From an optimization exercise on the open Yosys and OpenROAD flow, aimed at small area, a short achievable clock period and few clock cycles; shortcuts taken in it are not production practice. At most, simulation tests tie the RTL to the original design; equivalence was not proved. The RTL of runs 2 to 4 was laid out without a check of its function. Power figures rest on the tool's default switching activity, not on a simulated workload.

===== flow/design.v =====
`timescale 1ns/1ps
package lin_pkg;
    typedef logic [32-1:0] addr_t;
    typedef logic [32-1:0] data_t;
    typedef logic [4-1:0]   axi_id_t;
    typedef logic [16-1:0]  cnt_t;
    typedef logic [7:0]             burst_len_t;    
    typedef struct packed {
        addr_t addr;
        cnt_t  beats_left;     
        logic  is_bias;
    } rd_cmd_t;
    typedef struct packed {
        data_t data;
        logic  last;
    } fifo_word_t;
    typedef enum logic [3:0] {
        IDLE,
        READY,
        BIAS_CMD,
        BIAS_DATA,
        BIAS_ZERO,
        VEC_CMD,
        VEC_DATA,
        DONE
    } seq_state_t;
endpackage
`timescale 1ns/1ps
module lin_burst_issuer (
    input  logic                ACLK,
    input  logic                ARESETn,
    input  logic                linear_init,
    input  logic                start,         
    input  logic                has_bias,
    input  lin_pkg::addr_t      bias_address,
    input  lin_pkg::addr_t      input_address,
    input  lin_pkg::cnt_t       input_size,
    input  lin_pkg::cnt_t       input_num,
    input  lin_pkg::burst_len_t input_leng,
    input  logic                vec_pop,       
    input  logic                bias_free,     
    output logic                zero_push,     
    output logic                vec_idle,      
    input  logic                axi_arready,
    output lin_pkg::axi_id_t    axi_arid,
    output lin_pkg::addr_t      axi_araddr,
    output lin_pkg::burst_len_t axi_arlen,
    output logic [2:0]          axi_arsize,
    output logic [1:0]          axi_arburst,
    output logic                axi_arvalid
);
    localparam int CRED = 32;    
    logic                 c_valid;
    logic                 c_bias;       
    logic                 c_first;      
    logic                 c_last;
    logic [4:0]           c_len;
    lin_pkg::cnt_t        c_left;       
    logic [16:0]          n_j;
    logic [4:0]           n_len;
    logic                 n_last;
    logic [29:0]          b_addr;       
    logic [6:0]           k_lim2;       
    logic [4:0]           k_adv;        
    logic [5:0]           k_step;       
    logic [5:0]           avail;        
    logic [6:0]           spare;        
    logic [4:0]           leng;
    logic [6:0]           lim0;
    logic [6:0]           lim1;
    logic [6:0]           lim2;
    logic [4:0]           len0;         
    logic                 last0;
    logic [16:0]          j0;
    logic [4:0]           len1;         
    logic                 last1;
    logic [16:0]          j_adv;        
    logic [4:0]           len_adv;
    logic                 last_adv;
    logic                 job_last;     
    logic [29:0]          c_vaddr;
    logic [5:0]           vlo;
    logic [24:0]          vhi;
    logic                 ar_free;
    logic                 move;
    logic                 vmove;
    logic                 cred_ok;
    logic [4:0]           ar_len_q;
    logic [29:0]          ar_addr_q;
    assign leng     = input_leng[4:0];
    assign lim0     = {2'b00, leng} + 7'd1;                     
    assign lim1     = {1'b0, leng, 1'b0} + 7'd2;                
    assign lim2     = {1'b0, leng, 1'b0} + {2'b00, leng} + 7'd3;   
    assign last0    = (input_size[15:7] == '0) & (input_size[6:0] <= lim0);
    assign len0     = last0 ? (input_size[4:0] - 5'd1) : leng;
    assign j0       = {1'b0, input_size} + 17'(leng) + 17'd1;
    assign last1    = (input_size[15:7] == '0) & (input_size[6:0] <= lim1);
    assign len1     = last1 ? (input_size[4:0] - leng - 5'd2) : leng;
    assign j_adv    = n_j - 17'(k_step);
    assign last_adv = (n_j[16:7] == '0) & (n_j[6:0] <= k_lim2);
    assign len_adv  = last_adv ? (n_j[4:0] + k_adv) : leng;
    assign job_last = (c_left == 16'd1);
    assign vlo      = {1'b0, ar_addr_q[4:0]} + {1'b0, ar_len_q} + 6'd1;
    assign vhi      = ar_addr_q[29:5] + 25'(vlo[5]);
    assign c_vaddr  = c_first ? input_address[31:2] : {vhi, vlo[4:0]};
    assign cred_ok   = ~spare[6] | (vec_pop & (spare == 7'h7f));
    assign ar_free   = ~axi_arvalid | axi_arready;
    assign move      = ar_free & c_valid &
                       (c_bias | (cred_ok & (has_bias | ~c_first | bias_free)));
    assign vmove     = move & ~c_bias;
    assign zero_push = vmove & c_first & ~has_bias;
    assign vec_idle  = avail[5];
    always_ff @(posedge ACLK or negedge ARESETn) begin
        if (!ARESETn) begin
            c_valid     <= 1'b0;
            c_bias      <= 1'b0;
            c_first     <= 1'b0;
            axi_arvalid <= 1'b0;
            axi_arid    <= 4'd1;
            avail       <= 6'(CRED);
            spare       <= 7'(CRED - 1);
            c_len       <= '0;
        end else if (linear_init) begin
            c_valid     <= 1'b0;
            c_bias      <= 1'b0;
            c_first     <= 1'b0;
            axi_arvalid <= 1'b0;
            axi_arid    <= 4'd1;
            avail       <= 6'(CRED);
            spare       <= 7'(CRED - 1);
            c_len       <= '0;
        end else begin
            if (axi_arvalid & axi_arready) axi_arid <= axi_arid + 1'b1;
            if (start) axi_arvalid <= has_bias;    
            else if (ar_free) axi_arvalid <= move;
            if (start) begin
                spare <= {2'b00, ~len0};
                c_len <= len0;
            end else if (vmove) begin
                avail <= spare[5:0] + 6'(vec_pop);
                spare <= spare + 7'(vec_pop) - 7'(n_len) - 7'd1;
                c_len <= n_len;
            end else begin
                avail <= avail + 6'(vec_pop);
                spare <= spare + 7'(vec_pop);
            end
            if (start) begin
                c_valid <= 1'b1;
                c_bias  <= 1'b0;
                c_first <= 1'b1;
            end else if (move) begin
                c_first <= 1'b0;
                if (c_bias) begin
                    c_bias  <= 1'b0;
                    c_first <= 1'b1;
                end else if (c_last) begin
                    if (job_last) c_valid <= 1'b0;
                    c_bias  <= has_bias;
                    c_first <= 1'b1;
                end
            end
        end
    end
    always_ff @(posedge ACLK) begin
        if (start) begin
            c_last <= last0;
            if (last0) begin
                n_j    <= j0;
                n_len  <= len0;
                n_last <= 1'b1;
            end else begin
                n_j    <= {1'b0, input_size};
                n_len  <= len1;
                n_last <= last1;
            end
        end else if (vmove) begin
            c_last <= n_last;
            if (n_last) begin
                n_j    <= j0;
                n_len  <= len0;
                n_last <= last0;
            end else begin
                n_j    <= j_adv;
                n_len  <= len_adv;
                n_last <= last_adv;
            end
        end
        k_lim2 <= lim2;
        k_adv  <= 5'd0 - {leng[3:0], 1'b0} - 5'd3;
        k_step <= {1'b0, leng} + 6'd1;
        if (start) c_left <= input_num;
        else if (vmove & c_last) c_left <= c_left - 1'b1;
        if (start) b_addr <= bias_address[31:2];
        else if (move & c_bias) b_addr <= b_addr + 30'd1;
        if (start) begin
            ar_addr_q <= bias_address[31:2];
            ar_len_q  <= 5'd0;
        end else if (move) begin
            ar_addr_q <= c_bias ? b_addr + 30'd1 : c_vaddr;
            ar_len_q  <= c_bias ? 5'd0 : c_len;
        end
    end
    assign axi_araddr  = {ar_addr_q, 2'b00};
    assign axi_arlen   = {3'b000, ar_len_q};
    assign axi_arsize  = 3'(2);
    assign axi_arburst = 2'b01;
endmodule
`timescale 1ns/1ps
module lin_fetch_seq (
    input  logic                ACLK,
    input  logic                ARESETn,
    input  logic                linear_init,
    input  logic                bias_go,
    input  logic                input_go,
    input  logic                has_bias,
    input  lin_pkg::cnt_t       output_size,
    input  lin_pkg::cnt_t       input_size,
    input  lin_pkg::cnt_t       input_num,
    input  lin_pkg::data_t      axi_rdata,
    input  logic                axi_rvalid,
    output logic                axi_rready,
    output logic                linear_ready,
    output logic                job_done,
    output logic                start,
    output logic                vec_wr_valid,
    output logic                vec_wr_last,
    input  logic                zero_push,
    input  logic                vec_idle,
    output logic                bias_free,
    input  logic                out_bias_ready,
    output logic                out_bias_valid,
    output lin_pkg::data_t      out_bias_data,
    output logic                out_bias_last
);
    logic          run;         
    logic          r_bias;      
    lin_pkg::cnt_t r_wcnt;      
    logic          line_end;    
    lin_pkg::cnt_t r_line;      
    logic          beat;
    logic          bias_beat;
    logic          job_end;
    logic          b_valid_n;
    logic          r_bias_n;
    assign start     = linear_ready & ~run & ~job_done & vec_idle & bias_go & input_go;
    assign beat      = axi_rvalid & axi_rready & run;
    assign bias_beat = beat & r_bias;
    assign vec_wr_valid = beat & ~r_bias;
    assign vec_wr_last = line_end;
    assign job_end   = (r_line + 1'b1) == input_num;
    assign bias_free = ~out_bias_valid | out_bias_ready;
    assign b_valid_n = (out_bias_valid & ~out_bias_ready) | bias_beat | zero_push;
    always_comb begin
        r_bias_n = r_bias;
        if (start) r_bias_n = has_bias;
        else if (bias_beat) r_bias_n = 1'b0;
        else if (vec_wr_valid & line_end & ~job_end) r_bias_n = has_bias;
    end
    always_ff @(posedge ACLK or negedge ARESETn) begin
        if (!ARESETn) begin
            linear_ready   <= 1'b0;
            run            <= 1'b0;
            job_done       <= 1'b0;
            r_bias         <= 1'b0;
            out_bias_valid <= 1'b0;
            axi_rready     <= 1'b1;
        end else if (linear_init) begin
            linear_ready   <= 1'b0;
            run            <= 1'b0;
            job_done       <= 1'b0;
            r_bias         <= 1'b0;
            out_bias_valid <= 1'b0;
            axi_rready     <= 1'b1;
        end else begin
            linear_ready   <= 1'b1;
            r_bias         <= r_bias_n;
            out_bias_valid <= b_valid_n;
            axi_rready     <= ~r_bias_n | ~b_valid_n;
            if (start) begin
                run <= 1'b1;
            end else if (vec_wr_valid & line_end & job_end) begin
                run      <= 1'b0;
                job_done <= 1'b1;
            end else if (job_done & ~bias_go & ~input_go) begin
                job_done <= 1'b0;
            end
        end
    end
    always_ff @(posedge ACLK) begin
        if (start) begin
            r_wcnt   <= input_size - 1'b1;
            line_end <= (input_size == 16'd1);
            r_line   <= '0;
        end else if (vec_wr_valid) begin
            if (line_end) begin
                r_wcnt   <= input_size - 1'b1;
                line_end <= (input_size == 16'd1);
                r_line   <= r_line + 1'b1;
            end else begin
                r_wcnt   <= r_wcnt - 1'b1;
                line_end <= (r_wcnt == 16'd1);
            end
        end
        if (bias_beat) begin
            out_bias_data <= axi_rdata;
            out_bias_last <= (r_line + 1'b1) == output_size;
        end else if (zero_push) begin
            out_bias_data <= '0;
            out_bias_last <= 1'b0;
        end
    end
endmodule
`timescale 1ns/1ps
module lin_sync_fifo #(
    parameter int WIDTH = 33,
    parameter int DEPTH = 31,
    parameter int PW    = 5
) (
    input  logic             ACLK,
    input  logic             ARESETn,
    input  logic             clr,
    input  logic             wr_valid,     
    input  logic [WIDTH-1:0] wr_data,
    output logic             rd_valid,
    output logic [WIDTH-1:0] rd_data,
    input  logic             rd_ready,
    output logic             pop
);
    logic [WIDTH-1:0] mem [DEPTH];
    logic [DEPTH-1:0] rd_sel;       
    logic [WIDTH-1:0] head;
    logic [PW-1:0]    wr_ptr;
    logic [PW-1:0]    rd_ptr;
    logic             wr_lap;
    logic             rd_lap;
    logic             arr_empty;    
    logic             arr_full;
    logic             adv;          
    logic [PW-1:0]    wr_ptr_n;
    logic [PW-1:0]    rd_ptr_n;
    logic             wr_lap_n;
    logic             rd_lap_n;
    logic             take;         
    logic [PW-1:0]    wr_inc;
    logic [PW-1:0]    rd_inc;
    logic             wr_wrap;
    logic             rd_wrap;
    assign adv       = take & (~arr_empty | wr_valid);
    assign wr_ptr_n  = wr_valid ? wr_inc : wr_ptr;
    assign wr_lap_n  = wr_lap ^ (wr_valid & wr_wrap);
    assign rd_ptr_n  = adv ? rd_inc : rd_ptr;
    assign rd_lap_n  = rd_lap ^ (adv & rd_wrap);
    assign pop       = rd_valid & rd_ready;
    assign take      = ~rd_valid | rd_ready;
    assign wr_wrap   = (wr_ptr == PW'(DEPTH - 1));
    assign rd_wrap   = (rd_ptr == PW'(DEPTH - 1));
    assign wr_inc    = wr_wrap ? '0 : wr_ptr + 1'b1;
    assign rd_inc    = rd_wrap ? '0 : rd_ptr + 1'b1;
    always_ff @(posedge ACLK or negedge ARESETn) begin
        if (!ARESETn) begin
            wr_ptr   <= '0;
            rd_ptr   <= '0;
            wr_lap   <= 1'b0;
            rd_lap   <= 1'b0;
            rd_valid <= 1'b0;
            arr_empty <= 1'b1;
            arr_full  <= 1'b0;
        end else if (clr) begin
            wr_ptr   <= '0;
            rd_ptr   <= '0;
            wr_lap   <= 1'b0;
            rd_lap   <= 1'b0;
            rd_valid <= 1'b0;
            arr_empty <= 1'b1;
            arr_full  <= 1'b0;
        end else begin
            wr_ptr    <= wr_ptr_n;
            wr_lap    <= wr_lap_n;
            rd_ptr    <= rd_ptr_n;
            rd_lap    <= rd_lap_n;
            arr_empty <= (wr_ptr_n == rd_ptr_n) & (wr_lap_n == rd_lap_n);
            arr_full  <= (wr_ptr_n == rd_ptr_n) & (wr_lap_n != rd_lap_n);
            if (take) rd_valid <= ~arr_empty | wr_valid;
        end
    end
    always_ff @(posedge ACLK) begin
        if (~arr_full) mem[wr_ptr] <= wr_data;
    end
    always_comb begin
        head = '0;
        for (int i = 0; i < DEPTH; i++) begin
            rd_sel[i] = (rd_ptr == PW'(i));
            head = head | (mem[i] & {WIDTH{rd_sel[i]}});
        end
    end
    always_ff @(posedge ACLK) begin
        if (take) rd_data <= arr_empty ? wr_data : head;
    end
endmodule
`timescale 1ns/1ps
module lin_input_ctrl_top (
    input  logic                ACLK,
    input  logic                ARESETn,
    output lin_pkg::axi_id_t    axi_arid,
    output lin_pkg::addr_t      axi_araddr,
    output lin_pkg::burst_len_t axi_arlen,
    output logic [2:0]          axi_arsize,
    output logic [1:0]          axi_arburst,
    output logic                axi_arvalid,
    input  logic                axi_arready,
    input  lin_pkg::data_t      axi_rdata,
    input  logic                axi_rlast,
    input  logic                axi_rvalid,
    output logic                axi_rready,
    input  logic                out_bias_ready,
    output logic                out_bias_valid,
    output lin_pkg::data_t      out_bias_data,
    output logic                out_bias_last,
    input  logic                out_ready,
    output logic                out_valid,
    output lin_pkg::data_t      out_data,
    output logic                out_last,     
    input  logic                linear_init,
    output logic                linear_ready,
    input  logic                bias_go,
    output logic                bias_done,
    input  lin_pkg::addr_t      bias_address,
    input  lin_pkg::cnt_t       bias_size,
    input  lin_pkg::cnt_t       output_size,
    input  logic                input_go,
    output logic                input_done,
    input  lin_pkg::addr_t      input_address,
    input  lin_pkg::cnt_t       input_size,
    input  lin_pkg::cnt_t       input_num,
    input  lin_pkg::burst_len_t input_leng
);
    logic                has_bias;
    logic                start;
    logic                job_done;
    logic                vec_wr_valid;
    logic                vec_wr_last;
    logic                vec_pop;
    logic                zero_push;
    logic                bias_free;
    logic                vec_idle;
    assign has_bias   = (bias_size != '0);
    assign bias_done  = job_done;
    assign input_done = job_done;
    lin_burst_issuer u_issuer (
        .ACLK          (ACLK),
        .ARESETn       (ARESETn),
        .linear_init   (linear_init),
        .start         (start),
        .has_bias      (has_bias),
        .bias_address  (bias_address),
        .input_address (input_address),
        .input_size    (input_size),
        .input_num     (input_num),
        .input_leng    (input_leng),
        .vec_pop       (vec_pop),
        .bias_free     (bias_free),
        .zero_push     (zero_push),
        .vec_idle      (vec_idle),
        .axi_arready   (axi_arready),
        .axi_arid      (axi_arid),
        .axi_araddr    (axi_araddr),
        .axi_arlen     (axi_arlen),
        .axi_arsize    (axi_arsize),
        .axi_arburst   (axi_arburst),
        .axi_arvalid   (axi_arvalid)
    );
    lin_fetch_seq u_seq (
        .ACLK           (ACLK),
        .ARESETn        (ARESETn),
        .linear_init    (linear_init),
        .bias_go        (bias_go),
        .input_go       (input_go),
        .has_bias       (has_bias),
        .output_size    (output_size),
        .input_size     (input_size),
        .input_num      (input_num),
        .axi_rdata      (axi_rdata),
        .axi_rvalid     (axi_rvalid),
        .axi_rready     (axi_rready),
        .linear_ready   (linear_ready),
        .job_done       (job_done),
        .start          (start),
        .vec_wr_valid   (vec_wr_valid),
        .vec_wr_last    (vec_wr_last),
        .zero_push      (zero_push),
        .vec_idle       (vec_idle),
        .bias_free      (bias_free),
        .out_bias_ready (out_bias_ready),
        .out_bias_valid (out_bias_valid),
        .out_bias_data  (out_bias_data),
        .out_bias_last  (out_bias_last)
    );
    lin_sync_fifo #(.WIDTH(32 + 1), .DEPTH(31), .PW(5)) u_vec_fifo (
        .ACLK     (ACLK),
        .ARESETn  (ARESETn),
        .clr      (linear_init),
        .wr_valid (vec_wr_valid),
        .wr_data  ({vec_wr_last, axi_rdata}),
        .rd_valid (out_valid),
        .rd_data  ({out_last, out_data}),
        .rd_ready (out_ready),
        .pop      (vec_pop)
    );
endmodule

===== flow/flow/run.sh =====
#!/bin/bash
# Standard layout, except that the port buffers are buf_2 cells instead of
# the default clkdlybuf4s50_1. The make output goes to flow_make.log here;
# ORFS keeps each step's own log under orfs/logs/.
set -euo pipefail
export BUFFER_PORTS_ARGS="-buffer_cell sky130_fd_sc_hd__buf_2"
bash standard.sh > flow_make.log 2>&1

===== flow/standard.sh =====
#!/bin/bash
# synth_recipe.tcl (not shown) runs the flow's synth.tcl, then flattens the netlist and writes it again
# the make line also repeats each setting of config.mk as NAME=value (left out here)
make -C /OpenROAD-flow-scripts/flow DESIGN_CONFIG=/design/flow/config.mk WORK_HOME=/design/flow/orfs CLKGATE_MAP_FILE= SYNTH_SCRIPT=/design/flow/synth_recipe.tcl "${@:-finish}"

===== flow/config.mk =====
export PLATFORM = sky130hd
export DESIGN_NAME = lin_input_ctrl_top
export DESIGN_NICKNAME = lin_input_ctrl_top
export VERILOG_FILES = /design/flow/design.v
export SDC_FILE = /design/flow/constraint.sdc
export NUM_CORES = 4
export LEC_CHECK = 0
export CAP_MARGIN = 20
export CORE_MARGIN = 2
export CORE_UTILIZATION = 40
export CTS_BUF_LIST = sky130_fd_sc_hd__clkbuf_8 sky130_fd_sc_hd__clkbuf_16
export SETUP_SLACK_MARGIN = 3.0
export SLEW_MARGIN = 20
export TNS_END_PERCENT = 10

===== flow/constraint.sdc =====
create_clock -name core_clock -period 5.5 [get_ports {ACLK}]
set_input_delay 1.1000 -clock core_clock [delete_from_list [all_inputs] [get_ports {ACLK}]]
set_output_delay 1.1000 -clock core_clock [all_outputs]
set_load 0.01 [all_outputs]

==> notes.md, run 1 <==
* Status: no timing/DRC/antenna violations
* First-pass GRT wire length at 263300 microns
* M1 WL at around 72000 microns
* H-tree depth at 4
* WL met2 at slightly below 90000 microns
* Top sig layer: met5
* Hpwl dp at between 90000 and 100000 microns
* Drt wl/cell at between 30 and 40 microns
* Adder-cell share of the synthesized area at 2.121%
* Antenna violations before repair at 9
* CP arrival at 3.58 ns
* Post-synthesis sequential area ratio at slightly above 70%
* Crit-path max cell delay at around 1.1 ns
* Cells along the critical path: inv_1, ha_1, nand2b_1, nor2_4, buf_4
* DRC errors left at 0
* Synthesized instance count at ~3700
* Seq. cell area at about 38000 sq um
* Synth cell types at between 90 and 100
* Share of layout cells above drive strength 1 at around 24%
* HP Class: in2async
* Mapped Avg Cell Area at roughly 15 sq um
* Logic gate share of total power at a little under an eighth
* Area delta synth->final at 22.55%
* # port buffers at 281
* Static Leak at approximately 22 nW
* # rows at approximately 130
* Setup_tns at 0 ns
* Final RePlAce weighted congestion at roughly 0.89
* Placed cell areas at around 57000 sq um
* Ys Warns at 3
* Gr ovfl total at 0
* Power Dens Cells at approximately 350 nW/um^2
* Die height at about 370 microns
* DRT Wirelength at 189400 microns
* Multi-input logic area at ~16000 sq um
* Initial Util at 40.15%
* Die width at about 370 microns
* Met3 WL at 21930 microns
* Max stage delay cell, worst path: nor2_4
* Fin area at around 66000 sq um
* Worst-margin pin slew at 1.414 ns
* Post-Synth XOR/XNOR Area at 3.188%
* Most common cell after layout, fill and taps aside: edfxtp_1
* Iter 0 DRT Violations at approximately 5100
* Simple-gate share of the synthesized area at about 8.3%
* Worst vdd ir at 0.3426 mV
* RSZ-0062 raised after global routing: yes
* Layout fillers at 11320
* CTS buffer count at 138
* Maximum number of pins on one net before global-route repair at 74
* Cell family with most CP delay: simple AND/OR/NAND/NOR gates
* Clock slew at reported path FFs at around 0.06 ns
* Synth async-reset ratio at under 10%
* Main combinational cell family by area after synthesis: compound AO/OA/AOI/OAI gates
* Max clock buf depth at 3
* Die area at around 140000 sq um
* Post-synthesis compound-gate area fraction at roughly an eighth
* DR pass1 iterations at 8
* Worst skew pair latency at approximately 0.8 ns
* Fin nets at roughly 4500
* Vias per Instance at 6.169
* Final Util at 49.21%
* Hold_ws at about 0.42 ns
* Worst setup SP type: register
* Crit path capture type: register
* Worst EP required at 5.93 ns
* Synthesized area at about 53000 sq um
* Main synth FF type: edfxtp_1
* Mux contribution to synthesized area at 0.5173%
* Gr usage total at a little over a quarter
* Flop pwr share at 49.3%
* Min Clock Period, post-route at around 3.2 ns
* Maximum fanout along the worst path at 20
* Worst setup path class: reg2reg
* CTS hold repair buffers at 0
* Final Hold Viols at 0
* Final worst path period share at between 50 and 60%
* CTS tree: done
* Most frequent cells in the layout: edfxtp_1 (1206), a22oi_1 (277), buf_2 (277)
* Worst slew margin at between 5 and 6%
* Root Buffer: clkbuf_16
* Sw Pwr at 5.846 mW
* I/O pins at 300
* Fmax at around 320 MHz
* Core ar. at roughly 130000 sq um
* Clock sinks at ~1300
* Via Count at approximately 38000
* Clk_skew at 0.03789 ns
* Seq cells post-synth at around 1300
* Clock Power Share at about two fifths
* Worst path bufs/invs at 2
* P_int at ~17 mW
* Switching Share at between 20 and 30%
* Fin. max-slew vios at 0
* Max-Cap Viols at 0
* Post-synth EDFFs at 1206
* Setup Viol. Count Final at 0
* Vias in the first global route at ~36000
* Antenna viol nets, final at 0
path summary, 6_finish.rpt:
| kind | startpoint | end | slack (ns) | cells after the start |
|---|---|---|---|---|
| max | u_vec_fifo.wr_ptr[0] | u_vec_fifo.mem[0][6] | 2.35 | 5 |
| min in group core_clock | u_issuer.ar_len_q[0] | u_issuer.ar_len_q[0] | 0.50 | 2 |
| max in group asynchronous | ARESETn | u_issuer.c_first | 4.56 | 2 |
| max reg2reg | u_vec_fifo.wr_ptr[0] | u_vec_fifo.mem[0][6] | 2.35 | 5 |
| min reg2reg | u_issuer.ar_len_q[0] | u_issuer.ar_len_q[0] | 0.50 | 2 |
| min | ARESETn | u_issuer.axi_arid[1] | 0.42 | 2 |
through the flow:
stage | cells | total power, mW | worst slack [ns]
after floorplan | 3687 | 12.71 | 1.948
after global placement | 5621 | 13.76 | 1.216
after detailed placement | 5621 | 13.79 | 1.127
after CTS | 6068 | 22.96 | 2.285
after global routing | 6105 | 23.60 | 2.302
final | 6106 | 22.92 | 2.350
metal layers:
layer  global-route usage [%]  vias to the layer above
met5                        0                        -
li1                         -                    15710
met2                    43.07                     2443
met4                    10.51                       10
met1                    35.85                    19090
met3                    6.521                      416
area by class of cell:
cell class / instances / area share [%]
repair buffers: 592 / 7.111
well taps: 1768 / 3.377
repair inverters: 1 / 0.01146
multi-input cells: 2098 / 24.04
clock inverters: 108 / 1.272
inverters: 106 / 0.6265
diodes: 4 / 0.01528
flip-flops and latches: 1290 / 58.25
clock buffers: 139 / 5.293
sequential cells by signal, indices dropped and copies added, names as in the netlist, 6 cells and up:
name                 flops
u_seq.r_line            16
u_seq.r_wcnt            16
u_issuer.n_j            17
u_issuer.avail           6
u_vec_fifo.mem        1023
u_issuer.spare           7
u_issuer.b_addr         30
u_issuer.c_left         16
u_issuer.ar_addr_q      30
u_seq.out_bias_data     32
u_vec_fifo.rd_data      33
u_issuer.k_lim2          7
Yosys cell counts (21+ instances only):
master,instances,area share [%]
xor2_1,83,1.4
dfxtp_1,37,1.4
edfxtp_1,1206,68
clkbuf_1,146,1.0
a22oi_1,278,3.9
xnor2_1,109,1.8
a221oi_1,112,1.8
a222oi_1,33,0.62
buf_1,22,0.15
mux2i_1,22,0.41
nor4_1,34,0.40
nand2_1,172,1.2
inv_1,105,0.74
nand2b_1,24,0.28
o21ai_0,97,0.91
nand3_1,79,0.74
nor2b_1,21,0.25
nor3_1,75,0.70
a22o_1,83,1.4
ha_1,81,1.9
nor2_1,235,1.7
nand4_1,128,1.5
dfrtp_1,38,1.8
a21oi_1,144,1.3
kinds of logic after synthesis:
family                   after synthesis
multiplexers                          27
adder cells (fa/ha/maj)               87
flip-flops                          1290
XOR/XNOR                             193
AND/OR/NAND/NOR                      874
other                                  2
buffers and inverters                309
AO/OA/AOI/OAI                        897
worst register-to-register path, cell delays in order (launching register included):
cell and delay, ns:
dfrtp_1 0.43, inv_1 0.11, ha_1 0.16, nand2b_1 0.44
nor2_4 1.08, buf_4 0.57
power by group through the flow:
stage / clock (mW) / combinational [mW] / sequential, mW
6_report: 8.92 / 2.72 / 11.3
5_1_grt: 9.38 / 2.90 / 11.3
4_1_cts: 9.00 / 2.67 / 11.3
3_5_place_dp: 0 / 2.29 / 11.5
3_3_place_gp: 0 / 2.27 / 11.5
2_1_floorplan: 0 / 1.25 / 11.5
repair_timing:
item	4_1_cts	5_1_grt
endpoints found under the setup margin	1258	1150
setup buffers	178	32
cloned	22	1
pin swaps	120	23
gates resized for setup	307	24
Testbench counts, summed over its fixed seeds: cycles 25,720.
==> inputs of run 2 (changes only) <==
--- a/flow/design.v
+++ b/flow/design.v
@@ -55,32 +55,27 @@
     logic                 c_first;      
     logic                 c_last;
     logic [4:0]           c_len;
-    lin_pkg::cnt_t        c_left;       
-    logic [16:0]          n_j;
+    lin_pkg::cnt_t        c_line;       
+    lin_pkg::cnt_t        n_rm1;        
     logic [4:0]           n_len;
     logic                 n_last;
-    logic [29:0]          b_addr;       
-    logic [6:0]           k_lim2;       
-    logic [4:0]           k_adv;        
-    logic [5:0]           k_step;       
     logic [5:0]           avail;        
     logic [6:0]           spare;        
     logic [4:0]           leng;
     logic [6:0]           lim0;
+    lin_pkg::cnt_t        size_m1;
     logic [6:0]           lim1;
-    logic [6:0]           lim2;
     logic [4:0]           len0;         
     logic                 last0;
-    logic [16:0]          j0;
-    logic [4:0]           len1;         
+    lin_pkg::cnt_t        rm1_1;        
+    logic [4:0]           len1;
     logic                 last1;
-    logic [16:0]          j_adv;        
+    lin_pkg::cnt_t        rm1_adv;      
     logic [4:0]           len_adv;
     logic                 last_adv;
     logic                 job_last;     
+    logic [29:0]          baddr;
     logic [29:0]          c_vaddr;
-    logic [5:0]           vlo;
-    logic [24:0]          vhi;
     logic                 ar_free;
     logic                 move;
     logic                 vmove;
@@ -88,21 +83,20 @@
     logic [4:0]           ar_len_q;
     logic [29:0]          ar_addr_q;
     assign leng     = input_leng[4:0];
-    assign lim0     = {2'b00, leng} + 7'd1;                     
-    assign lim1     = {1'b0, leng, 1'b0} + 7'd2;                
-    assign lim2     = {1'b0, leng, 1'b0} + {2'b00, leng} + 7'd3;   
+    assign lim0     = {2'b00, leng} + 7'd1;           
+    assign lim1     = {1'b0, leng, 1'b0} + 7'd2;      
     assign last0    = (input_size[15:7] == '0) & (input_size[6:0] <= lim0);
-    assign len0     = last0 ? (input_size[4:0] - 5'd1) : leng;
-    assign j0       = {1'b0, input_size} + 17'(leng) + 17'd1;
     assign last1    = (input_size[15:7] == '0) & (input_size[6:0] <= lim1);
+    assign len0     = last0 ? (input_size[4:0] - 5'd1) : leng;
     assign len1     = last1 ? (input_size[4:0] - leng - 5'd2) : leng;
-    assign j_adv    = n_j - 17'(k_step);
-    assign last_adv = (n_j[16:7] == '0) & (n_j[6:0] <= k_lim2);
-    assign len_adv  = last_adv ? (n_j[4:0] + k_adv) : leng;
-    assign job_last = (c_left == 16'd1);
-    assign vlo      = {1'b0, ar_addr_q[4:0]} + {1'b0, ar_len_q} + 6'd1;
-    assign vhi      = ar_addr_q[29:5] + 25'(vlo[5]);
-    assign c_vaddr  = c_first ? input_address[31:2] : {vhi, vlo[4:0]};
+    assign rm1_1    = input_size - 16'(leng) - 16'd2;
+    assign size_m1  = input_size - 16'd1;
+    assign last_adv = (n_rm1[15:7] == '0) & (n_rm1[6:0] < lim1);
+    assign len_adv  = last_adv ? (n_rm1[4:0] - leng - 5'd1) : leng;
+    assign rm1_adv  = n_rm1 - 16'(leng) - 16'd1;
+    assign job_last = (c_line + 1'b1) == input_num;
+    assign baddr    = bias_address[31:2] + 30'(c_line);
+    assign c_vaddr  = c_first ? input_address[31:2] : ar_addr_q + 30'(ar_len_q) + 30'd1;
     assign cred_ok   = ~spare[6] | (vec_pop & (spare == 7'h7f));
     assign ar_free   = ~axi_arvalid | axi_arready;
     assign move      = ar_free & c_valid &
@@ -165,38 +159,33 @@
         if (start) begin
             c_last <= last0;
             if (last0) begin
-                n_j    <= j0;
+                n_rm1  <= size_m1;
                 n_len  <= len0;
                 n_last <= 1'b1;
             end else begin
-                n_j    <= {1'b0, input_size};
+                n_rm1  <= rm1_1;
                 n_len  <= len1;
                 n_last <= last1;
             end
         end else if (vmove) begin
             c_last <= n_last;
             if (n_last) begin
-                n_j    <= j0;
+                n_rm1  <= size_m1;
                 n_len  <= len0;
                 n_last <= last0;
             end else begin
-                n_j    <= j_adv;
+                n_rm1  <= rm1_adv;
                 n_len  <= len_adv;
                 n_last <= last_adv;
             end
         end
-        k_lim2 <= lim2;
-        k_adv  <= 5'd0 - {leng[3:0], 1'b0} - 5'd3;
-        k_step <= {1'b0, leng} + 6'd1;
-        if (start) c_left <= input_num;
-        else if (vmove & c_last) c_left <= c_left - 1'b1;
-        if (start) b_addr <= bias_address[31:2];
-        else if (move & c_bias) b_addr <= b_addr + 30'd1;
+        if (start) c_line <= '0;
+        else if (vmove & c_last) c_line <= c_line + 1'b1;
         if (start) begin
             ar_addr_q <= bias_address[31:2];
             ar_len_q  <= 5'd0;
         end else if (move) begin
-            ar_addr_q <= c_bias ? b_addr + 30'd1 : c_vaddr;
+            ar_addr_q <= c_bias ? baddr : c_vaddr;
             ar_len_q  <= c_bias ? 5'd0 : c_len;
         end
     end
@@ -333,23 +322,13 @@
     logic [PW-1:0]    rd_ptr;
     logic             wr_lap;
     logic             rd_lap;
-    logic             arr_empty;    
-    logic             arr_full;
-    logic             adv;          
-    logic [PW-1:0]    wr_ptr_n;
-    logic [PW-1:0]    rd_ptr_n;
-    logic             wr_lap_n;
-    logic             rd_lap_n;
+    logic             arr_empty;
     logic             take;         
     logic [PW-1:0]    wr_inc;
     logic [PW-1:0]    rd_inc;
     logic             wr_wrap;
     logic             rd_wrap;
-    assign adv       = take & (~arr_empty | wr_valid);
-    assign wr_ptr_n  = wr_valid ? wr_inc : wr_ptr;
-    assign wr_lap_n  = wr_lap ^ (wr_valid & wr_wrap);
-    assign rd_ptr_n  = adv ? rd_inc : rd_ptr;
-    assign rd_lap_n  = rd_lap ^ (adv & rd_wrap);
+    assign arr_empty = (wr_ptr == rd_ptr) & (wr_lap == rd_lap);
     assign pop       = rd_valid & rd_ready;
     assign take      = ~rd_valid | rd_ready;
     assign wr_wrap   = (wr_ptr == PW'(DEPTH - 1));
@@ -363,28 +342,28 @@
             wr_lap   <= 1'b0;
             rd_lap   <= 1'b0;
             rd_valid <= 1'b0;
-            arr_empty <= 1'b1;
-            arr_full  <= 1'b0;
         end else if (clr) begin
             wr_ptr   <= '0;
             rd_ptr   <= '0;
             wr_lap   <= 1'b0;
             rd_lap   <= 1'b0;
             rd_valid <= 1'b0;
-            arr_empty <= 1'b1;
-            arr_full  <= 1'b0;
         end else begin
-            wr_ptr    <= wr_ptr_n;
-            wr_lap    <= wr_lap_n;
-            rd_ptr    <= rd_ptr_n;
-            rd_lap    <= rd_lap_n;
-            arr_empty <= (wr_ptr_n == rd_ptr_n) & (wr_lap_n == rd_lap_n);
-            arr_full  <= (wr_ptr_n == rd_ptr_n) & (wr_lap_n != rd_lap_n);
-            if (take) rd_valid <= ~arr_empty | wr_valid;
+            if (wr_valid) begin
+                wr_ptr <= wr_inc;
+                wr_lap <= wr_lap ^ wr_wrap;
+            end
+            if (take) begin
+                rd_valid <= ~arr_empty | wr_valid;
+                if (~arr_empty | wr_valid) begin
+                    rd_ptr <= rd_inc;
+                    rd_lap <= rd_lap ^ rd_wrap;
+                end
+            end
         end
     end
     always_ff @(posedge ACLK) begin
-        if (~arr_full) mem[wr_ptr] <= wr_data;
+        if (wr_valid) mem[wr_ptr] <= wr_data;
     end
     always_comb begin
         head = '0;
--- a/flow/config.mk
+++ b/flow/config.mk
@@ -8,7 +8,5 @@
 export CAP_MARGIN = 20
 export CORE_MARGIN = 2
 export CORE_UTILIZATION = 40
-export CTS_BUF_LIST = sky130_fd_sc_hd__clkbuf_8 sky130_fd_sc_hd__clkbuf_16
 export SETUP_SLACK_MARGIN = 3.0
 export SLEW_MARGIN = 20
-export TNS_END_PERCENT = 10
==> run 2 against run 1 <==
Effect of this change: cell area is 4.2% higher; area after synthesis fell by 3.4%; cell count up 0.25%; utilization grew 4.2 points; combinational power is 2% higher; synthesized cell count shrank 3.3%; largest cell class unchanged.
==> notes.md, run 2 <==
* I/O pins at 300 (unchanged)
* Worst-margin pin slew at 0.9341 ns (-0.4800 ns)
* Worst setup path class: in2reg
* Area contributors post-synth: edfxtp_1 (67%), a22oi_1 (3.8%), xnor2_1 (2.1%)
* Via Count at 38300 (+1.7%)
* Reg2reg path depth at 12 (+7)
* Synthesized area at 51650 sq um (-3.4%)
* First-pass GRT wire length at 264700 microns (+0.53%)
* Fmax at 335.0 MHz (+5.5%)
* CTS buffer count at 135 (-2.2%)
* Synth cell types at 80 (-17%)
* Ys Warns at 3 (unchanged)
* Die area at 132000 sq um (-3.3%)
* # port buffers at 281 (unchanged)
* Synth async-reset ratio at 3.626% (-0.017 points)
* Multi-input logic area at 17340 sq um (+10%)
* R2R Setup Slk at 2.55 ns (+0.20 ns)
* Root Buffer: clkbuf_16
* RR Startpoint: u_issuer.c_line[0]
* Area delta synth->final at 32.13%
* Min Clock Period, post-route at 2.985 ns (-0.1647 ns)
* Fin. max-slew vios at 0 (unchanged)
* Gr usage total at 28.18% (+1.1 points)
* CTS hold repair buffers at 0 (unchanged)
* Hpwl dp at 102700 microns (+2.9%)
* Worst setup SP type: input pin
* Worst EP required at 6.02 ns (+0.09 ns)
* Antenna viol nets, final at 0 (unchanged)
* Mapped Avg Cell Area at 14.52 sq um (about the same)
* # rows at 131 (-2.2%)
* Dominant cell type by area after synthesis: edfxtp_1
* Seq cells post-synth at 1241 (-3.8%)
* PnR worst setup slack at 2.515 ns (+0.1647 ns)
* H-tree depth at 4 (unchanged)
* Post-synthesis sequential area ratio at 71.02% (-0.34 points)
* Seq. cell area at 36760 sq um (-3.7%)
* Setup_tns at 0 ns (unchanged)
* Placed cell areas at 56400 sq um (-1.9%)
* Drt wl/cell at 31.88 microns (+2.8%)
* Clk_skew at 0.02734 ns (-0.01055 ns)
* Iter 0 DRT Violations at 5690 (+11%)
* Gr ovfl total at 0 (unchanged)
* Post-synth EDFFs at 1159 (-3.9%)
* Power Dens Cells at 333.0 nW/um^2 (-4.8%)
* Vias in the first global route at 35920 (+0.84%)
* Largest reg by FF count: u_vec_fifo.mem
* Static Leak at 23.54 nW (+6.1%)
* Most frequent cell after synthesis: edfxtp_1
* Max-Cap Viols at 0 (unchanged)
* Vias per Instance at 6.257 (+1.4%)
* Synthesized instance count at 3556 (-3.3%)
* Maximum number of pins on one net before global-route repair at 51 (-31%)
* Layout fillers at 10270 (-9.3%)
* Top Registers: u_vec_fifo.mem: 1023 flops, u_vec_fifo.rd_data: 33 flops, u_seq.out_bias_data: 32 flops
* Max clock buf depth at 3 (unchanged)
* Clock slew at reported path FFs at 0.06 ns (about the same)
* Worst skew pair latency at 0.77 ns (-0.03 ns)
* Die width at 363.3 microns (-1.7%)
* Fin nets at 4610 (+2.6%)
* Most frequent cells in the layout: edfxtp_1 (1159), buf_4 (360), a22oi_1 (254)
* Antenna violations before repair at 15 (+6)
* Final Hold Viols at 0 (unchanged)
* DRT Wirelength at 195100 microns (+3.1%)
* Status: no timing/DRC/antenna violations
* Final worst path period share at 54.28% (-3.0 points)
* Max FFs per register at 1023 (unchanged)
* Initial Util at 40.40% (+0.24 points)
* Core ar. at 127800 sq um (-4.0%)
* Crit path capture type: register
* FF-to-FF End: u_issuer.ar_addr_q[22]
* CTS tree: done
* RSZ-0062 raised after global routing: yes
* Synth cell count leaders: edfxtp_1 (1159), a22oi_1 (263), nor2_1 (250)
* Worst vdd ir at 0.3529 mV (+3.0%)
* HP Class: in2async
* Fin area at 68240 sq um (+4.2%)
* Post-synth top area share at 67.39% (-0.36 points)
* Final RePlAce weighted congestion at 0.8611 (-3.6%)
* Most common cell after layout, fill and taps aside: edfxtp_1
* Setup Viol. Count Final at 0 (unchanged)
* CP arrival at 3.51 ns (-0.07 ns)
* Main synth FF type: edfxtp_1
* Maximum fanout along the worst path at 3 (-85%)
* Die height at 363.3 microns (-1.7%)
* DR pass1 iterations at 7 (-1)
* Worst slew margin at 37.72% (+32 points)
* Clock sinks at 1241 (-3.8%)
* Share of layout cells above drive strength 1 at 35.35% (+11 points)
* DP Worst Slack at 1.248 ns (+0.1211 ns)
* DRC errors left at 0 (unchanged)
-- run 2: cell types whose count changed after synthesis, sizes merged, moves of 16 or more --
cell and delta:
nand4 -16, edfxtp -47, xor2 -16, a22o +25, and2 +34, nor4 -21
inv -40, buf -18, nand3 -16
-- run 2: how the worst max path moves through the flow --
stage	from	end	cells past startpoint	slack, ns
final	bias_address[2]	u_issuer.ar_addr_q[22]	13	2.51
after global routing	u_issuer.c_line[0]	u_issuer.ar_addr_q[22]	12	2.46
after CTS	u_issuer.c_line[0]	u_issuer.ar_addr_q[22]	11	2.53
after global placement	input_leng[1]	u_issuer.n_len[0]	12	1.22
after detailed placement	input_leng[1]	u_issuer.n_len[0]	12	1.25
after floorplan	bias_address[2]	u_issuer.ar_addr_q[22]	12	1.86
-- run 2: cells by family (layout without fill, tap and decap cells) --
kind of cell | after synthesis | in the layout | synth area share [%]
xor+xnor | 191 | 191 | 3.268
flops | 1241 | 1241 | 71.02
compound gates | 896 | 898 | 12.81
other cells | 2 | 13 | 0.01454
simple gates | 851 | 860 | 8.104
fa+ha+maj | 84 | 84 | 2.108
mux | 36 | 36 | 0.7195
buf+inv | 255 | 1136 | 1.957
-- run 2: area by class of cell --
type	count	area share [%]
antenna	3	0.01100
sequential	1241	53.86
multi-input combinational	2079	25.41
clock buffer	165	5.269
timing repair buffer	825	10.73
clock inverter	80	1.261
timing repair inverter	1	0.01100
inverter	65	0.3979
tap	1662	3.047
-- run 2: report_power, final --
group / leakage [nW] / internal (mW) / switching (mW)
clock: 2.18 / 5.31 / 3.92
combinational: 9.91 / 1.13 / 1.64
sequential: 11.5 / 10.6 / 0.121
total: 23.5 / 17.0 / 5.69
-- run 2: critical path, cell delays in order --
cell	delay, ns
buf_6	0.08
ha_4	0.13
inv_2	0.03
fa_2	0.33
nand2b_4	0.16
a21oi_4	0.18
o21ai_2	0.09
o211ai_1	0.27
a41oi_2	0.16
buf_6	0.15
or2_4	0.26
mux2_2	0.27
a221o_1	0.28
-- run 2: repair_timing --
item | in CTS | in global routing
pin swaps | 181 | 199
endpoints found under the setup margin | 1160 | 283
resized for setup | 437 | 313
gates cloned | 16 | 9
setup buffers | 300 | 123
-- run 2: layer usage --
metal | part of all wire (%) | wire (microns) | GRT usage, %
met2 | 46 | 89790 | 44.42
met4 | 4.1 | 8015 | 10.19
met3 | 12 | 23780 | 7.004
met1 | 38 | 73450 | 37.85
met5 | 0.050 | 98 | 0
-- run 2: through the flow --
step                util [%]  cells  hold WS [ns]  total power, mW
CTS                    51.34   5986        0.4086            22.47
detailed placement     44.11   5425        0.4964            12.95
global route           53.37   6118        0.4491            23.36
finish                 53.38   6121        0.4287            22.72
global placement       44.06   5422        0.4729            12.93
floorplan                  -   3564        0.4486            12.04
==> inputs of run 3 (changes only) <==
--- a/flow/design.v
+++ b/flow/design.v
@@ -40,7 +40,6 @@
     input  logic                vec_pop,       
     input  logic                bias_free,     
     output logic                zero_push,     
-    output logic                vec_idle,      
     input  logic                axi_arready,
     output lin_pkg::axi_id_t    axi_arid,
     output lin_pkg::addr_t      axi_araddr,
@@ -62,9 +61,7 @@
     logic [5:0]           avail;        
     logic [6:0]           spare;        
     logic [4:0]           leng;
-    logic [6:0]           lim0;
     lin_pkg::cnt_t        size_m1;
-    logic [6:0]           lim1;
     logic [4:0]           len0;         
     logic                 last0;
     lin_pkg::cnt_t        rm1_1;        
@@ -73,6 +70,7 @@
     lin_pkg::cnt_t        rm1_adv;      
     logic [4:0]           len_adv;
     logic                 last_adv;
+    logic [4:0]           cl_new;       
     logic                 job_last;     
     logic [29:0]          baddr;
     logic [29:0]          c_vaddr;
@@ -83,17 +81,16 @@
     logic [4:0]           ar_len_q;
     logic [29:0]          ar_addr_q;
     assign leng     = input_leng[4:0];
-    assign lim0     = {2'b00, leng} + 7'd1;           
-    assign lim1     = {1'b0, leng, 1'b0} + 7'd2;      
-    assign last0    = (input_size[15:7] == '0) & (input_size[6:0] <= lim0);
-    assign last1    = (input_size[15:7] == '0) & (input_size[6:0] <= lim1);
-    assign len0     = last0 ? (input_size[4:0] - 5'd1) : leng;
-    assign len1     = last1 ? (input_size[4:0] - leng - 5'd2) : leng;
-    assign rm1_1    = input_size - 16'(leng) - 16'd2;
-    assign size_m1  = input_size - 16'd1;
-    assign last_adv = (n_rm1[15:7] == '0) & (n_rm1[6:0] < lim1);
-    assign len_adv  = last_adv ? (n_rm1[4:0] - leng - 5'd1) : leng;
-    assign rm1_adv  = n_rm1 - 16'(leng) - 16'd1;
+    assign size_m1  = input_size - 1'b1;
+    assign last0    = (size_m1 <= 16'(leng));
+    assign len0     = last0 ? size_m1[4:0] : leng;
+    assign rm1_1    = size_m1 - 16'(leng) - 1'b1;
+    assign last1    = (rm1_1 <= 16'(leng));
+    assign len1     = last1 ? rm1_1[4:0] : leng;
+    assign rm1_adv  = n_rm1 - 16'(leng) - 1'b1;
+    assign last_adv = (rm1_adv <= 16'(leng));
+    assign len_adv  = last_adv ? rm1_adv[4:0] : leng;
+    assign cl_new   = c_last ? len0 : n_len;
     assign job_last = (c_line + 1'b1) == input_num;
     assign baddr    = bias_address[31:2] + 30'(c_line);
     assign c_vaddr  = c_first ? input_address[31:2] : ar_addr_q + 30'(ar_len_q) + 30'd1;
@@ -103,7 +100,6 @@
                        (c_bias | (cred_ok & (has_bias | ~c_first | bias_free)));
     assign vmove     = move & ~c_bias;
     assign zero_push = vmove & c_first & ~has_bias;
-    assign vec_idle  = avail[5];
     always_ff @(posedge ACLK or negedge ARESETn) begin
         if (!ARESETn) begin
             c_valid     <= 1'b0;
@@ -128,12 +124,13 @@
             if (start) axi_arvalid <= has_bias;    
             else if (ar_free) axi_arvalid <= move;
             if (start) begin
-                spare <= {2'b00, ~len0};
+                avail <= avail + 6'(vec_pop);
+                spare <= {1'b0, avail} + 7'(vec_pop) - 7'(len0) - 7'd1;
                 c_len <= len0;
             end else if (vmove) begin
                 avail <= spare[5:0] + 6'(vec_pop);
-                spare <= spare + 7'(vec_pop) - 7'(n_len) - 7'd1;
-                c_len <= n_len;
+                spare <= spare + 7'(vec_pop) - 7'(cl_new) - 7'd1;
+                c_len <= cl_new;
             end else begin
                 avail <= avail + 6'(vec_pop);
                 spare <= spare + 7'(vec_pop);
@@ -156,28 +153,16 @@
         end
     end
     always_ff @(posedge ACLK) begin
-        if (start) begin
+        if (start | (vmove & c_last)) begin
             c_last <= last0;
-            if (last0) begin
-                n_rm1  <= size_m1;
-                n_len  <= len0;
-                n_last <= 1'b1;
-            end else begin
-                n_rm1  <= rm1_1;
-                n_len  <= len1;
-                n_last <= last1;
-            end
+            n_rm1  <= rm1_1;
+            n_len  <= len1;
+            n_last <= last1;
         end else if (vmove) begin
             c_last <= n_last;
-            if (n_last) begin
-                n_rm1  <= size_m1;
-                n_len  <= len0;
-                n_last <= last0;
-            end else begin
-                n_rm1  <= rm1_adv;
-                n_len  <= len_adv;
-                n_last <= last_adv;
-            end
+            n_rm1  <= rm1_adv;
+            n_len  <= len_adv;
+            n_last <= last_adv;
         end
         if (start) c_line <= '0;
         else if (vmove & c_last) c_line <= c_line + 1'b1;
@@ -214,7 +199,6 @@
     output logic                vec_wr_valid,
     output logic                vec_wr_last,
     input  logic                zero_push,
-    input  logic                vec_idle,
     output logic                bias_free,
     input  logic                out_bias_ready,
     output logic                out_bias_valid,
@@ -231,7 +215,7 @@
     logic          job_end;
     logic          b_valid_n;
     logic          r_bias_n;
-    assign start     = linear_ready & ~run & ~job_done & vec_idle & bias_go & input_go;
+    assign start     = linear_ready & ~run & ~job_done & bias_go & input_go;
     assign beat      = axi_rvalid & axi_rready & run;
     assign bias_beat = beat & r_bias;
     assign vec_wr_valid = beat & ~r_bias;
@@ -421,7 +405,6 @@
     logic                vec_pop;
     logic                zero_push;
     logic                bias_free;
-    logic                vec_idle;
     assign has_bias   = (bias_size != '0);
     assign bias_done  = job_done;
     assign input_done = job_done;
@@ -439,7 +422,6 @@
         .vec_pop       (vec_pop),
         .bias_free     (bias_free),
         .zero_push     (zero_push),
-        .vec_idle      (vec_idle),
         .axi_arready   (axi_arready),
         .axi_arid      (axi_arid),
         .axi_araddr    (axi_araddr),
@@ -467,7 +449,6 @@
         .vec_wr_valid   (vec_wr_valid),
         .vec_wr_last    (vec_wr_last),
         .zero_push      (zero_push),
-        .vec_idle       (vec_idle),
         .bias_free      (bias_free),
         .out_bias_ready (out_bias_ready),
         .out_bias_valid (out_bias_valid),
==> run 3 against run 2 <==
Effect of this change: hold slack got worse by 0.0068 ns; combinational power increased by 7.9%; die area decreased by 0.26%; critical path depth unchanged; power decreased by 0.55%.
==> notes.md, run 3 <==
* Worst skew pair latency at 0.79 ns (+0.02 ns)
* Placed cell areas at 56360 sq um (about the same)
* Synthesized area at 51510 sq um (-0.26%)
* Root Buffer: clkbuf_16
* Antenna viol nets, final at 0 (unchanged)
* Post-synth EDFFs at 1159 (unchanged)
* Die width at 362.9 microns (-0.13%)
* Area contributors post-synth: edfxtp_1 (68%), a22oi_1 (3.6%), xnor2_1 (2.0%)
* Post-Synth XOR/XNOR Area at 3.490% (+0.22 points)
* Max FFs per register at 1023 (unchanged)
* Worst setup path class: in2reg
* Synthesized instance count at 3538 (-0.51%)
* Worst setup SP type: input pin
* Post-synthesis compound-gate area fraction at 12.35% (-0.46 points)
* DRC errors left at 0 (unchanged)
* Share of layout cells above drive strength 1 at 33.69% (-1.7 points)
* Initial Util at 40.34% (-0.055 points)
* Final RePlAce weighted congestion at 0.8603 (about the same)
* Setup Viol. Count Final at 0 (unchanged)
* Clock sinks at 1241 (unchanged)
* Mapped Avg Cell Area at 14.56 sq um (+0.24%)
* Adder-cell share of the synthesized area at 1.972% (-0.14 points)
* Worst-margin pin slew at 0.9807 ns (+0.04657 ns)
* PnR worst setup slack at 1.396 ns (-1.118 ns)
* Post-synthesis sequential area ratio at 71.21% (+0.19 points)
* DP Worst Slack at 0.1969 ns (-1.051 ns)
* Main synth FF type: edfxtp_1
* Status: no timing/DRC/antenna violations
* Simple-gate share of the synthesized area at 8.652% (+0.55 points)
* Die height at 362.9 microns (-0.13%)
* DR pass1 iterations at 8 (+1)
* Min Clock Period, post-route at 4.104 ns (+1.118 ns)
* Main combinational cell family by area after synthesis: compound AO/OA/AOI/OAI gates
* Synth cell types at 80 (unchanged)
* # port buffers at 281 (unchanged)
* Drt wl/cell at 31.04 microns (-2.6%)
* Maximum fanout along the worst path at 6 (+3)
* Vias per Instance at 6.171 (-1.4%)
* Fin nets at 4555 (-1.2%)
* Top Registers: u_vec_fifo.mem: 1023 flops, u_vec_fifo.rd_data: 33 flops, u_seq.out_bias_data: 32 flops
* Power Dens Cells at 333.6 nW/um^2 (+0.17%)
* Area delta synth->final at 31.53%
* DRT Wirelength at 188400 microns (-3.4%)
* Static Leak at 23.05 nW (-2.1%)
* Crit path capture type: register
* Core ar. at 127700 sq um (-0.13%)
* Fin area at 67750 sq um (-0.72%)
* Final worst path period share at 74.61% (+20 points)
* Final Hold Viols at 0 (unchanged)
* Worst EP required at 6.11 ns (+0.09 ns)
* Gr ovfl total at 0 (unchanged)
* Mux contribution to synthesized area at 0.4931% (-0.23 points)
* H-tree depth at 4 (unchanged)
* I/O pins at 300 (unchanged)
* Fin. max-slew vios at 0 (unchanged)
* Ys Warns at 3 (unchanged)
* Max clock buf depth at 3 (unchanged)
* Most common cell after layout, fill and taps aside: edfxtp_1
* First-pass GRT wire length at 257300 microns (-2.8%)
* CTS tree: done
* Gr usage total at 27.50% (-0.68 points)
* CTS buffer count at 133 (-1.5%)
* Post-synth top area share at 67.57% (+0.18 points)
* Maximum number of pins on one net before global-route repair at 76 (+49%)
* Hpwl dp at 99920 microns (-2.7%)
* RSZ-0062 raised after global routing: yes
* Setup_tns at 0 ns (unchanged)
* Seq cells post-synth at 1241 (unchanged)
* Iter 0 DRT Violations at 5271 (-7.4%)
* HP Class: in2async
* Synth async-reset ratio at 3.626% (unchanged)
* Die area at 131700 sq um (-0.26%)
* Fmax at 243.7 MHz (-27%)
* Synth cell count leaders: edfxtp_1 (1159), a22oi_1 (250), nor2_1 (236)
* Via Count at 37460 (-2.2%)
* Worst vdd ir at 0.3041 mV (-14%)
* Clock slew at reported path FFs at 0.06 ns (about the same)
* Most frequent cells in the layout: edfxtp_1 (1159), buf_4 (319), buf_2 (251)
* Max-Cap Viols at 0 (unchanged)
* # rows at 131 (unchanged)
* Clk_skew at 0.03692 ns (+0.009578 ns)
* Antenna violations before repair at 10 (-5)
* Largest reg by FF count: u_vec_fifo.mem
* Worst slew margin at 34.15% (-3.6 points)
* Most frequent cell after synthesis: edfxtp_1
* Vias in the first global route at 34900 (-2.8%)
* Dominant cell type by area after synthesis: edfxtp_1
* CP arrival at 4.71 ns (+1.20 ns)
* Hold_ws at 0.4218 ns (-0.006847 ns)
==> run 3: final cells by class <==
cell class,instances,area [sq um]
Inverter,55,234.0
Tap cell,1662,2079
Clock inverter,72,739.5
Timing Repair Buffer,795,7287
Multi-Input combinational cell,2072,17160
Timing Repair inverter,2,12.51
Antenna cell,3,7.507
Fill cell,10200,59930
Clock buffer,168,3512
Sequential cell,1241,36720
==> run 3: critical path: stages <==
cell and delay, ns:
buf_12 0.10, or4_4 0.55, nand2_4 0.09, ha_4 0.21, buf_4 0.15, nand3_2 0.07, o211ai_1 0.13, or4_4 0.54
or4_4 0.43, a21bo_1 0.18, or4_4 0.51, o32a_4 0.38, a211oi_2 0.26
==> run 3: power breakdown <==
group	leakage [nW]	internal, mW	switching (mW)
sequential	11.3	10.6	0.116
clock	2.07	5.01	3.89
combinational	9.68	1.18	1.81
==> run 3: metrics by stage <==
step | power (mW) | cells | utilization (%)
6_report | 22.60 | 6070 | 53.06
5_1_grt | 23.21 | 6067 | 53.05
4_1_cts | 22.31 | 5956 | 51.06
3_5_place_dp | 13.10 | 5420 | 44.14
3_3_place_gp | 13.09 | 5419 | 44.12
2_1_floorplan | 12.11 | 3546 | -
==> run 3: repair_timing <==
action	4_1_cts	5_1_grt
hold endpoints to repair	0	0
setup endpoints to repair	1131	343
pin swaps	173	209
setup buffers	283	105
resized for setup	400	305
hold buffers	0	0
cloned	13	6
==> run 3: final timing paths <==
| check | start | end | slack (ns) | cells past startpoint |
|---|---|---|---|---|
| worst min register to register | u_issuer.c_len[0] | u_issuer.ar_len_q[0] | 0.48 | 2 |
| min in group core_clock | u_issuer.c_len[0] | u_issuer.ar_len_q[0] | 0.48 | 2 |
| worst max register to register | u_issuer.n_rm1[0] | u_issuer.n_len[2] | 2.04 | 14 |
| worst min-delay path | ARESETn | u_issuer.c_len[0] | 0.42 | 2 |
| max in group asynchronous | ARESETn | u_vec_fifo.rd_ptr[0] | 4.59 | 2 |
| worst max-delay path | input_size[1] | u_issuer.n_len[2] | 1.40 | 13 |
==> run 3: logic make-up (layout without fill, tap and decap cells) <==
group                    after synthesis  count (layout)
flip-flops                          1241            1241
multiplexers                          25              25
AND/OR/NAND/NOR                      892             896
adder cells (fa/ha/maj)               77              77
AO/OA/AOI/OAI                        861             862
XOR/XNOR                             202             202
buffers and inverters                238            1092
other                                  2              13
==> run 3: metal layers <==
metal  wire length (microns)  vias up  GRT usage (%)
met5                      55        -              0
met4                    9295        8          11.15
met3                   22220      501          7.534
met2                   85820     2434          42.85
met1                   71040    18810          36.37
li1                        -    15710              -
==> inputs of run 4 (changes only) <==
--- a/flow/design.v
+++ b/flow/design.v
@@ -85,11 +85,11 @@
     assign last0    = (size_m1 <= 16'(leng));
     assign len0     = last0 ? size_m1[4:0] : leng;
     assign rm1_1    = size_m1 - 16'(leng) - 1'b1;
-    assign last1    = (rm1_1 <= 16'(leng));
+    assign last1    = (size_m1 <= 16'({leng, 1'b1}));
     assign len1     = last1 ? rm1_1[4:0] : leng;
     assign rm1_adv  = n_rm1 - 16'(leng) - 1'b1;
-    assign last_adv = (rm1_adv <= 16'(leng));
-    assign len_adv  = last_adv ? rm1_adv[4:0] : leng;
+    assign last_adv = (n_rm1 <= 16'({leng, 1'b1}));
+    assign len_adv  = last_adv ? (n_rm1[4:0] - leng - 1'b1) : leng;
     assign cl_new   = c_last ? len0 : n_len;
     assign job_last = (c_line + 1'b1) == input_num;
     assign baddr    = bias_address[31:2] + 30'(c_line);
==> run 4 against run 3 <==
Effect of this change: via count fell by 0.14%; clock-buffer cell count rose by 2; wire length rose by 0.94%; maximum frequency fell by 9.5%; combinational power rose by 4%; largest cell class unchanged; worst setup slack got worse by 0.43 ns; critical path depth rose by 4; clock power rose by 2%; die area rose by 0.42%; global-route usage rose by 0.23 points; utilization fell by 0.47 points; cell area fell by 0.63%.
==> notes.md, run 4 <==
* Die height at 363.6 microns (+0.21%)
* Worst slew margin at 37.43% (+3.3 points)
* Drt wl/cell at 31.11 microns (+0.23%)
* First-pass GRT wire length at 260600 microns (+1.3%)
* Total power at 22.89 mW (+1.3%)
* Hpwl dp at 99490 microns (-0.43%)
* Worst setup SP type: input pin
* CTS tree: done
* Sw Pwr at 5.762 mW (-0.81%)
* Share of layout cells above drive strength 1 at 32.47% (-1.2 points)
* Post-synth EDFFs at 1159 (unchanged)
* Gr ovfl total at 0 (unchanged)
* Max-Cap Viols at 0 (unchanged)
* Power Dens Cells at 340.0 nW/um^2 (+1.9%)
* Initial Util at 40.41% (+0.067 points)
* DRT Wirelength at 190200 microns (+0.94%)
* DR pass1 iterations at 6 (-2)
* Largest reg by FF count: u_vec_fifo.mem
* Gr usage total at 27.73% (+0.23 points)
* Max FFs per register at 1023 (unchanged)
* Clock slew at reported path FFs at 0.06 ns (about the same)
* Maximum number of pins on one net before global-route repair at 69 (-9.2%)
* # port buffers at 281 (unchanged)
* Logic gate share of total power at 13.6% (+0.4 points)
* Reg2reg path depth at 6 (-8)
* # rows at 131 (unchanged)
* PnR worst setup slack at 0.9656 ns (-0.4308 ns)
* DRC errors left at 0 (unchanged)
* Max clock buf depth at 3 (unchanged)
* Post-synthesis sequential area ratio at 70.91% (-0.30 points)
* Fmax at 220.5 MHz (-9.5%)
* CTS buffer count at 135 (+1.5%)
* Max stage delay cell, worst path: or4_4
* Fin. max-slew vios at 0 (unchanged)
* Most common cell after layout, fill and taps aside: edfxtp_1
* Final Hold Viols at 0 (unchanged)
* Crit path capture type: register
* Synth cell types at 82 (+2.5%)
* Antenna viol nets, final at 0 (unchanged)
* Clock sinks at 1241 (unchanged)
* Most frequent cells in the layout: edfxtp_1 (1159), buf_4 (313), buf_2 (264)
* CP arrival at 5.14 ns (+0.43 ns)
* Via Count at 37400 (-0.14%)
* HP Class: in2async
* WL met2 at 87960 microns (+2.5%)
* P_int at 17.13 mW (+2.0%)
* Worst setup path class: in2reg
* Die width at 363.6 microns (+0.21%)
* Worst skew pair latency at 0.78 ns (about the same)
* DP Worst Slack at -0.09072 ns (-0.2876 ns)
* Antenna violations before repair at 14 (+4)
* Main synth FF type: edfxtp_1
* Worst EP required at 6.11 ns (about the same)
* Fin nets at 4536 (-0.42%)
* Synth cell count leaders: edfxtp_1 (1159), nor2_1 (263), a22oi_1 (261)
* Worst vdd ir at 0.2495 mV (-18%)
* Met3 WL at 23040 microns (+3.7%)
* Core ar. at 128000 sq um (+0.26%)
* Most frequent cell after synthesis: edfxtp_1
* Mapped Avg Cell Area at 14.49 sq um (-0.45%)
* Seq cells post-synth at 1241 (unchanged)
* Final RePlAce weighted congestion at 0.8704 (+1.2%)
* Status: no timing/DRC/antenna violations
* Ys Warns at 3 (unchanged)
* Synthesized instance count at 3569 (+0.88%)
* RSZ-0062 raised after global routing: yes
* M1 WL at 71950 microns (+1.3%)
* Vias per Instance at 6.118 (-0.84%)
* Iter 0 DRT Violations at 4961 (-5.9%)
* Synthesized area at 51730 sq um (+0.42%)
* CTS hold repair buffers at 0 (unchanged)
* Die area at 132200 sq um (+0.42%)
* Worst-margin pin slew at 0.9386 ns (-0.04212 ns)
* Maximum fanout along the worst path at 3 (-3)
* Clock Power Share at 39.6% (+0.2 points)
* Setup Viol. Count Final at 0 (unchanged)
* Dominant cell type by area after synthesis: edfxtp_1
* Post-synth top area share at 67.28% (-0.28 points)
* Vias in the first global route at 35260 (+1.0%)
* Static Leak at 22.84 nW (-0.95%)
* Top sig layer: met5
* Switching Share at 25.17% (-0.53 points)
* Crit-path max cell delay at 0.58 ns (+0.03 ns)
* Cells along the critical path: buf_6, or4_4, or4b_4, a2111oi_4, o21ai_2, or4_4, buf_6, mux2i_4, a21o_1, ha_1, a21o_1, a21oi_2, o21bai_1, a211oi_2, xor2_1, a211oi_2, nor2_1
* Min Clock Period, post-route at 4.534 ns (+0.4308 ns)
* Clk_skew at 0.03161 ns (-0.005307 ns)
* I/O pins at 300 (unchanged)
* Flop pwr share at 46.8% (-0.6 points)
* Final worst path period share at 82.44% (+7.8 points)
* Root Buffer: clkbuf_16
* Layout fillers at 10350 (+1.5%)
* Area delta synth->final at 30.15%
* Area contributors post-synth: edfxtp_1 (67%), a22oi_1 (3.8%), a221oi_1 (1.9%)
* H-tree depth at 4 (unchanged)
* Top Registers: u_vec_fifo.mem: 1023 flops, u_vec_fifo.rd_data: 33 flops, u_seq.out_bias_data: 32 flops
* Synth async-reset ratio at 3.626% (unchanged)
==> run 4: power by group through the flow <==
| stage | sequential (mW) | clock, mW | combinational (mW) |
|---|---|---|---|
| after floorplan | 11.0 | 0 | 1.15 |
| after global placement | 10.9 | 0 | 2.19 |
| after detailed placement | 10.9 | 0 | 2.21 |
| after CTS | 10.7 | 9.16 | 2.76 |
| after global routing | 10.7 | 9.53 | 3.30 |
| final | 10.7 | 9.06 | 3.11 |
==> run 4: repair_timing <==
action / in CTS / in global routing
setup buffers: 220 / 109
pin swaps: 119 / 174
resized for setup: 310 / 231
cloned: 14 / 2
endpoints found under the setup margin: 1092 / 327
==> run 4: stage by stage <==
stage                TNS, ns  util, %  area, sq um  hold WS, ns  std cells
floorplan                  0        -        52930       0.4670       3577
global placement    -0.04211    44.60        57090       0.4776       5528
detailed placement  -0.09072    44.60        57090       0.4916       5528
CTS                        0    50.88        65130       0.4291       5995
global route               0    52.58        67310       0.4713       6108
finish                     0    52.59        67320       0.4388       6113
==> run 4: layout make-up <==
class / count / area (sq um) / share of cell area [%]
Clock buffer: 170 / 3616 / 5.371
Tap cell: 1729 / 2163 / 3.213
Multi-Input combinational cell: 2088 / 17160 / 25.49
Sequential cell: 1241 / 36760 / 54.60
Timing Repair Buffer: 757 / 6614 / 9.824
Antenna cell: 7 / 17.52 / 0.02602
Inverter: 57 / 229.0 / 0.3401
Timing Repair inverter: 1 / 7.507 / 0.01115
Clock inverter: 63 / 755.7 / 1.123
==> run 4: critical path, delay by kind of cell <==
family,cells,cell delay (ns)
mux,1,0.19
xor+xnor,1,0.11
fa+ha+maj,1,0.28
buf+inv,2,0.25
simple gates,4,1.70
compound gates,8,1.50
==> run 4: layer usage <==
layer  track usage (%)  vias to the layer above
met4             10.35                       14
met3             6.991                      408
met1             36.93                    18810
met2             43.87                     2510
met5                 0                        -
li1                  -                    15660
==> run 4: logic make-up (layout without fill, tap and decap cells) <==
kind of cell,Yosys count,count (layout),share of synthesized area (%)
AND/OR/NAND/NOR,893,898,8.555
flip-flops,1241,1241,70.91
adder cells (fa/ha/maj),77,77,1.964
buffers and inverters,254,1048,1.933
multiplexers,36,36,0.8030
AO/OA/AOI/OAI,874,875,12.54
XOR/XNOR,192,192,3.280
other,2,17,0.01452
==> run 4: final timing paths <==
kind	startpoint	end	slack [ns]
worst min register to register	u_issuer.c_len[0]	u_issuer.ar_len_q[0]	0.51
worst max register to register	u_issuer.n_rm1[6]	u_issuer.n_len[1]	2.46
worst min-delay path	ARESETn	u_issuer.c_len[0]	0.44
max in group asynchronous	ARESETn	u_vec_fifo.rd_ptr[3]	4.54
min in group core_clock	u_issuer.c_len[0]	u_issuer.ar_len_q[0]	0.51
worst max-delay path	input_size[0]	u_issuer.spare[5]	0.97

==> static timing again, ports no longer ideal <==
In the flow no input, the clock included, has a driving cell. The finished layouts below were timed again as built, in two steps. Step 1, drivers: a clkbuf_16 drives ACLK and a buf_2 each remaining input, both assumed. Step 2 also shifts input and output timing later by t, the mid clock arrival at the registers, as if the neighbouring blocks saw the same clock. Three values: ideal, step 1, step 2; two values: the first two.
run | t, ns | setup slack, ns | worst data-port slew with drivers (ns)
run 1 | 0.854 | 2.350 / 2.350 / 1.715 | 0.14
run 2 | 0.833 | 2.515 / 2.548 / 1.717 | 0.15
run 3 | 0.852 | 1.396 / 1.423 / 0.571 | 0.11
run 4 | 0.841 | 0.966 / 1.014 / 0.173 | 0.11
After both steps every run listed still meets setup and hold. The setup slack of run 3, which loses most, moves by +0.027 ns with the drivers and by -0.825 ns with both steps.
